Context: an optimization exercise on an open-source flow, tuned for small area, a short achievable clock period and few clock cycles per item. The choices shown serve that exercise and are no tape-out recipe.
Only simulation tests tie the RTL to the original design; equivalence was not proved.
Power figures rest on the tool's default switching activity, not on a simulated workload.

`config.mk`:
```
export PLATFORM = sky130hd
export DESIGN_NAME = svf_multichannel
export DESIGN_NICKNAME = svf_multichannel
export VERILOG_FILES = /design/flow/design.v
export SDC_FILE = /design/flow/constraint.sdc
export NUM_CORES = 4
export LEC_CHECK = 0
export CAP_MARGIN = 20
export CORE_MARGIN = 2
export CORE_UTILIZATION = 40
export SLEW_MARGIN = 20
```
`constraint.sdc`:
```
create_clock -name core_clock -period 12.0 [get_ports {clk}]
set_input_delay 2.4000 -clock core_clock [delete_from_list [all_inputs] [get_ports {clk}]]
set_output_delay 2.4000 -clock core_clock [all_outputs]
set_load 0.01 [all_outputs]
```
`design.v`:
```
module svf_multichannel #(
  parameter int SAMPLE_BITS = 16,
  parameter int CHANNELS    = 4,
  parameter int COEF_BITS   = 18
) (
  input  logic                            clk,
  input  logic                            rst,
  input  logic                            sample_clk,
  input  logic [CHANNELS*SAMPLE_BITS-1:0] in_data,
  input  logic [CHANNELS*COEF_BITS-1:0]   F,
  input  logic [CHANNELS*COEF_BITS-1:0]   Q1,
  input  logic [CHANNELS*2-1:0]           mode,
  input  logic [CHANNELS-1:0]             clear,
  output logic [CHANNELS*SAMPLE_BITS-1:0] out_data,
  output logic                            out_valid,
  output logic                            busy,
  output logic                            overrun
);
  localparam int W  = SAMPLE_BITS + 3;
  localparam int PW = W + COEF_BITS;
  localparam int CW = (CHANNELS > 1) ? $clog2(CHANNELS) : 1;
  localparam logic [CW-1:0]       LAST_CH = CW'(CHANNELS - 1);
  localparam logic signed [W-1:0] OUT_MAX = W'((2 ** (SAMPLE_BITS - 1)) - 1);
  localparam logic signed [W-1:0] OUT_MIN = ~OUT_MAX;
  typedef enum logic [2:0] {IDLE, P0, P1, P2, P3} state_t;
  state_t          state_reg, state_next;
  logic [CW-1:0]   ch_reg, ch_next;
  logic            sc_hist_reg, busy_reg, out_valid_reg, overrun_reg;
  logic            edge_seen, start;
  logic signed [SAMPLE_BITS-1:0] in_ch [CHANNELS];
  logic signed [COEF_BITS-1:0]   f_ch [CHANNELS];
  logic signed [COEF_BITS-1:0]   q1_ch [CHANNELS];
  logic [1:0]                    mode_ch [CHANNELS];
  logic signed [SAMPLE_BITS-1:0] in_frm_reg [CHANNELS];
  logic signed [COEF_BITS-1:0]   f_frm_reg [CHANNELS];
  logic signed [COEF_BITS-1:0]   q1_frm_reg [CHANNELS];
  logic [1:0]                    mode_frm_reg [CHANNELS];
  logic [CHANNELS-1:0]           clear_frm_reg;
  logic signed [W-1:0]           lp_mem [CHANNELS];
  logic signed [W-1:0]           bp_mem [CHANNELS];
  logic signed [SAMPLE_BITS-1:0] out_reg [CHANNELS];
  logic signed [W-1:0] q_reg, lp_new_reg, hp_reg, bp_new_reg, notch_reg;
  logic signed [W-1:0] lp_cur, bp_cur, in_sext, prod_f, lp_new, hp, bp_new, sel;
  logic signed [W-1:0] mul_a;
  logic signed [COEF_BITS-1:0] mul_b;
  logic signed [PW-1:0] product;
  function automatic logic signed [W-1:0] add_state(input logic signed [W-1:0] a,
                                                    input logic signed [W-1:0] b);
    add_state = a + b;
  endfunction
  function automatic logic signed [SAMPLE_BITS-1:0] clamp_out(input logic signed [W-1:0] v);
    if (v > OUT_MAX)      clamp_out = OUT_MAX[SAMPLE_BITS-1:0];
    else if (v < OUT_MIN) clamp_out = OUT_MIN[SAMPLE_BITS-1:0];
    else                  clamp_out = v[SAMPLE_BITS-1:0];
  endfunction
  generate
    for (genvar gi = 0; gi < CHANNELS; gi++) begin : g_ch
      assign in_ch[gi]   = in_data[gi*SAMPLE_BITS +: SAMPLE_BITS];
      assign f_ch[gi]    = F[gi*COEF_BITS +: COEF_BITS];
      assign q1_ch[gi]   = Q1[gi*COEF_BITS +: COEF_BITS];
      assign mode_ch[gi] = mode[gi*2 +: 2];
      assign out_data[gi*SAMPLE_BITS +: SAMPLE_BITS] = out_reg[gi];
    end
  endgenerate
  assign edge_seen     = sample_clk & ~sc_hist_reg;
  assign start         = edge_seen & ~busy_reg;
  assign busy      = busy_reg;
  assign out_valid = out_valid_reg;
  assign overrun   = overrun_reg;
  assign lp_cur  = clear_frm_reg[ch_reg] ? '0 : lp_mem[ch_reg];
  assign bp_cur  = clear_frm_reg[ch_reg] ? '0 : bp_mem[ch_reg];
  assign in_sext = W'(in_frm_reg[ch_reg]);
  always_comb begin
    mul_a = bp_cur;
    mul_b = q1_frm_reg[ch_reg];
    case (state_reg)
      P1:      mul_b = f_frm_reg[ch_reg];
      P2:      begin mul_a = hp_reg; mul_b = f_frm_reg[ch_reg]; end
      default: ;
    endcase
  end
  assign product = mul_a * mul_b;
  assign prod_f  = W'(product >>> (COEF_BITS - 1));
  assign lp_new  = add_state(lp_cur, prod_f);
  assign hp      = in_sext - lp_new - q_reg;
  assign bp_new  = add_state(bp_cur, prod_f);
  always_comb begin
    sel = lp_new_reg;
    case (mode_frm_reg[ch_reg])
      2'b01:   sel = hp_reg;
      2'b10:   sel = bp_new_reg;
      2'b11:   sel = notch_reg;
      default: sel = lp_new_reg;
    endcase
  end
  always_comb begin
    state_next = state_reg;
    ch_next    = ch_reg;
    case (state_reg)
      IDLE: if (start) begin state_next = P0; ch_next = '0; end
      P0:   state_next = P1;
      P1:   state_next = P2;
      P2:   state_next = P3;
      P3: begin
        if (ch_reg == LAST_CH) state_next = IDLE;
        else begin state_next = P0; ch_next = ch_reg + CW'(1); end
      end
      default: state_next = IDLE;
    endcase
  end
  always_ff @(posedge clk) begin
    if (rst) begin
      state_reg <= IDLE;
      ch_reg    <= '0;
    end else begin
      state_reg <= state_next;
      ch_reg    <= ch_next;
    end
  end
  always_ff @(posedge clk) begin
    if (rst) begin
      sc_hist_reg   <= 1'b0;
      busy_reg      <= 1'b0;
      out_valid_reg <= 1'b0;
      overrun_reg   <= 1'b0;
      clear_frm_reg <= '0;
      q_reg         <= '0;
      lp_new_reg    <= '0;
      hp_reg        <= '0;
      bp_new_reg    <= '0;
      notch_reg     <= '0;
      for (int i = 0; i < CHANNELS; i++) begin
        in_frm_reg[i]   <= '0;
        f_frm_reg[i]    <= '0;
        q1_frm_reg[i]   <= '0;
        mode_frm_reg[i] <= '0;
        lp_mem[i]       <= '0;
        bp_mem[i]       <= '0;
        out_reg[i]      <= '0;
      end
    end else begin
      sc_hist_reg   <= sample_clk;
      out_valid_reg <= 1'b0;
      overrun_reg   <= edge_seen & busy_reg;
      if (start) begin
        busy_reg      <= 1'b1;
        clear_frm_reg <= clear;
        for (int i = 0; i < CHANNELS; i++) begin
          in_frm_reg[i]   <= in_ch[i];
          f_frm_reg[i]    <= f_ch[i];
          q1_frm_reg[i]   <= q1_ch[i];
          mode_frm_reg[i] <= mode_ch[i];
        end
      end
      case (state_reg)
        P0: q_reg <= W'(product >>> (COEF_BITS - 2));
        P1: begin lp_new_reg <= lp_new; hp_reg <= hp; end
        P2: begin bp_new_reg <= bp_new; notch_reg <= hp_reg + lp_new_reg; end
        P3: begin
          lp_mem[ch_reg]  <= lp_new_reg;
          bp_mem[ch_reg]  <= bp_new_reg;
          out_reg[ch_reg] <= clamp_out(sel);
          if (ch_reg == LAST_CH) begin
            busy_reg      <= 1'b0;
            out_valid_reg <= 1'b1;
          end
        end
        default: ;
      endcase
    end
  end
endmodule
```
`run.sh`:
```
#!/bin/bash
# synth_recipe.tcl (not shown) runs the flow's synth.tcl, then flattens the netlist and writes it again
# the make line also repeats each setting of config.mk as NAME=value (left out here)
make -C /OpenROAD-flow-scripts/flow DESIGN_CONFIG=/design/flow/config.mk WORK_HOME=/design/flow/orfs CLKGATE_MAP_FILE= SYNTH_SCRIPT=/design/flow/synth_recipe.tcl finish
```
==> flow_summary.toml <==
[critical_path]
endpoint = "hp_reg[18]"
cp.arrival_ns = 12.01
rr_worst_depth = 42
cpPeakStageDelay_ns = 0.56
crit_buf_inv = 6
critical_path.top_delay_family = "adder cells"
r2r_slack_ns = 0.53
cp_common_cell = "fa_1"
cp-end-kind = "flip-flop"
worst-setup-path-type = "reg2reg"
reg2reg_to = "hp_reg[18]"
start_kind = "flip-flop"
cp_num_cells = 42
slowest_stage = "fa_1"
r2r-start = "ch_reg[0]"
critPathLaunch = "ch_reg[0]"
worstPathMaxFanout = 17
crit_required_ns = 12.54

[synth]
synth-seq-area-share_pct = 34.6
synth-edff-count = 216
syn_nets = 4807
ys_async_sr_fraction_pct = 0
ys_warn_count = 9
synth_area_leader_cell = "fa_1"
syn_inst = 4060
synth_top_cells_by_count = "836 x nand2_1, 431 x inv_1, 384 x a21oi_1"
syn_area_sq_mm = 0.0376
ys_seq_elements = 542
yosysMostFrequentCell = "nand2_1"
syn_area_per_cell_sq_um = 9.27
ys_types = 70
yosys.area.top_type_share_pct = 19.2
ys.flop_type = "dfxtp_1"
ys_top_cells_by_area = "fa_1 19%, dfxtp_1 17%, edfxtp_1 17%"

[die]
start_util_pct = 40.3
fp.dieH_um = 311
row_count = 112
core_area_sq_mm = 0.0933
die_area_sq_mm = 0.0965
dieWidth_um = 311
pin_count = 290

[global_routing]
grt_max_degree = 221
grt_pass1_wl_mm = 182
grt_overflow = 0
grt_use_total_pct = 24.5
grt_pass1_vias = 29700
grt_antenna_before_repair = 2

[cts]
clk_latency_ns = 0.67
hold_buffers = 0
cts_tree = "built"
clock_sinks = 542
htreeDepth = 2
cts.clk_slew.worst_paths_ns = 0.07
cts_made_buffers = 58
clk_path_buf_depth = 3
root_buffer = "clkbuf_16"

[sta]
slew_headroom_pct = 27.3
max_freq_ghz = 0.0872
hold_viol = 0
period_share_pct = 95.6
tightest_slew_ns = 1.09
fin_crit_ns = 11.47
setup_viol = 0
slew_viol_final = 0
skew_ns = 0.0480

[route]
ant_nets = 0
vias = 30300
vias_per_cell = 5.27
drtIter0Drc = 3090
route.detailed.drc = 0
drt_wl_total_mm = 120
firstDrtPassIters = 9
wl_per_cell_um = 21.0

[finish]
antenna-diode-count = 0
num-fill-cells = 8957
final_nets = 5185
biggestRegsByFlops = "bp_mem (76), lp_mem (76)"
area_growth_syn_to_layout_pct = 20.8
fin_area_sq_mm = 0.0454
drive_gt1_share_pct = 9.90

[placement]
hpwl_mm = 90.2
placed_cell_area_sq_mm = 0.0432
globalplace.congestion = 0.956
io_buffers = 289

[power_and_ir_drop]
report.power.total_w = 0.00944
irDropWorstVdd_uv = 344
leakagePower_nw = 19.1
powerDensity_mw_per_mm2 = 208

[flow_run]
max-cap-violations = 0

[worst_hold_path]
worst_hold_path_type = "reg2reg"

[run_status]
outcome = "finished clean"
==> worst register-to-register path: cells and delay by family (launching register included) <==
family,cells,cell delay [ns]
adders and majority gates,11,4.61
AOI/OAI and AO/OA,15,3.53
and+or+nand+nor,7,1.33
buffers and inverters,6,0.78
xor gates and xnor gates,2,0.55
DFF,1,0.42
muxes,1,0.13
==> cell usage in the layout, fill, tap and decap left out, drive strengths merged, types with 28 or more instances in the layout <==
| cell | instances |
|---|---|
| nand2b | 28 |
| nor2b | 55 |
| clkbuf | 78 |
| nand2 | 836 |
| mux4 | 53 |
| inv | 434 |
| mux2i | 35 |
| nor2 | 318 |
| a211oi | 33 |
| fa | 360 |
| buf | 241 |
| ha | 164 |
| nand3 | 35 |
| edfxtp | 216 |
| a21oi | 384 |
| xnor2 | 67 |
| o21ai | 54 |
| a21o | 37 |
| and2 | 173 |
| dfxtp | 326 |
| a222oi | 46 |
| clkdlybuf4s50 | 288 |
==> metrics by stage <==
stage / setup TNS [ns] / worst slack (ns) / util (%) / instances / hold slack (ns)
6_report: 0 / 0.533 / 48.7 / 5739 / 0.453
5_1_grt: -0.000198 / -0.000198 / 48.7 / 5739 / 0.468
4_1_cts: 0 / 0.0426 / 48.3 / 5724 / 0.450
3_5_place_dp: 0 / 0.0900 / 46.3 / 5617 / 0.445
3_3_place_gp: 0 / 0.171 / 46.3 / 5617 / 0.436
2_1_floorplan: 0 / 0.545 / - / 4060 / 0.429
==> worst min path at each step <==
| stage | start | slack, ns | cells past startpoint | to |
|---|---|---|---|---|
| final | in_frm_reg[0][0] | 0.45 | 2 | in_frm_reg[0][0] |
| after floorplan | notch_reg[11] | 0.43 | 2 | notch_reg[11] |
| after CTS | notch_reg[13] | 0.45 | 2 | notch_reg[13] |
| after global routing | notch_reg[7] | 0.47 | 2 | notch_reg[7] |
| after detailed placement | notch_reg[3] | 0.44 | 2 | notch_reg[3] |
| after global placement | notch_reg[13] | 0.44 | 2 | notch_reg[13] |
==> power by group <==
group          internal [W]  switching [W]  leakage (nW)
Combinational       0.00256        0.00290          13.2
Sequential          0.00202       0.000115          4.89
Clock               0.00105       0.000790         0.936
Total               0.00563        0.00381          19.1
==> layout make-up <==
cell class / count / area (sq um) / share of cell area, %
clock buffer: 78 / 1570 / 3.45
sequential: 542 / 13000 / 28.7
multi-input combinational: 2873 / 22500 / 49.4
clock inverter: 29 / 367 / 0.807
timing repair buffer: 529 / 4820 / 10.6
inverter: 434 / 1630 / 3.59
tap: 1254 / 1570 / 3.45
==> metal layers <==
layer  vias up  routed length [um]  track usage (%)
met4         2                3270             6.18
met1     14800               51800             34.9
met3       174               10100             4.07
met5         -                  12                0
li1      14000                   -                -
met2      1247               55200             38.7
==> cell families (layout without fill, tap and decap cells) <==
logic type | Yosys count | in the layout | share of synthesized area, %
xor gates and xnor gates | 89 | 89 | 2.15
adders and majority gates | 524 | 524 | 24.6
buffers and inverters | 645 | 1070 | 6.45
AOI/OAI and AO/OA | 643 | 643 | 10.4
muxes | 89 | 89 | 4.17
DFF | 542 | 542 | 34.6
and+or+nand+nor | 1528 | 1528 | 17.6
==> repair_timing <==
action | in CTS | in global routing
endpoints found under the setup margin | 0 | 9
setup buffers | 0 | 15
resized for setup | 0 | 38
Testbench counts, summed over its fixed seeds: cycles 54,408, frames 3,200.

==> static timing again, ports no longer ideal <==
Ports are ideal in the flow. The routed layout listed here was re-timed in OpenROAD.
Step 1: set_driving_cell puts a clkbuf_16 on clk and a buf_2 on each other input, an assumption about the parent block.
Step 2 also shifts input and output timing later by t, the mid clock arrival at the registers, as if the neighbouring blocks saw the same clock.
Slacks: ideal / step 1 / step 2; pairs: ideal / step 1.
t, ns: 0.715
setup WS [ns]: 0.533 / 0.533 / 0.533
slew at the worst register clock pin (ns): 0.07 / 0.07
cell pins on the clock port's net: 1
After both steps setup and hold are still met in this run. For this run, drivers alone change the setup slack by 0.000 ns; drivers and shift together by 0.000 ns.
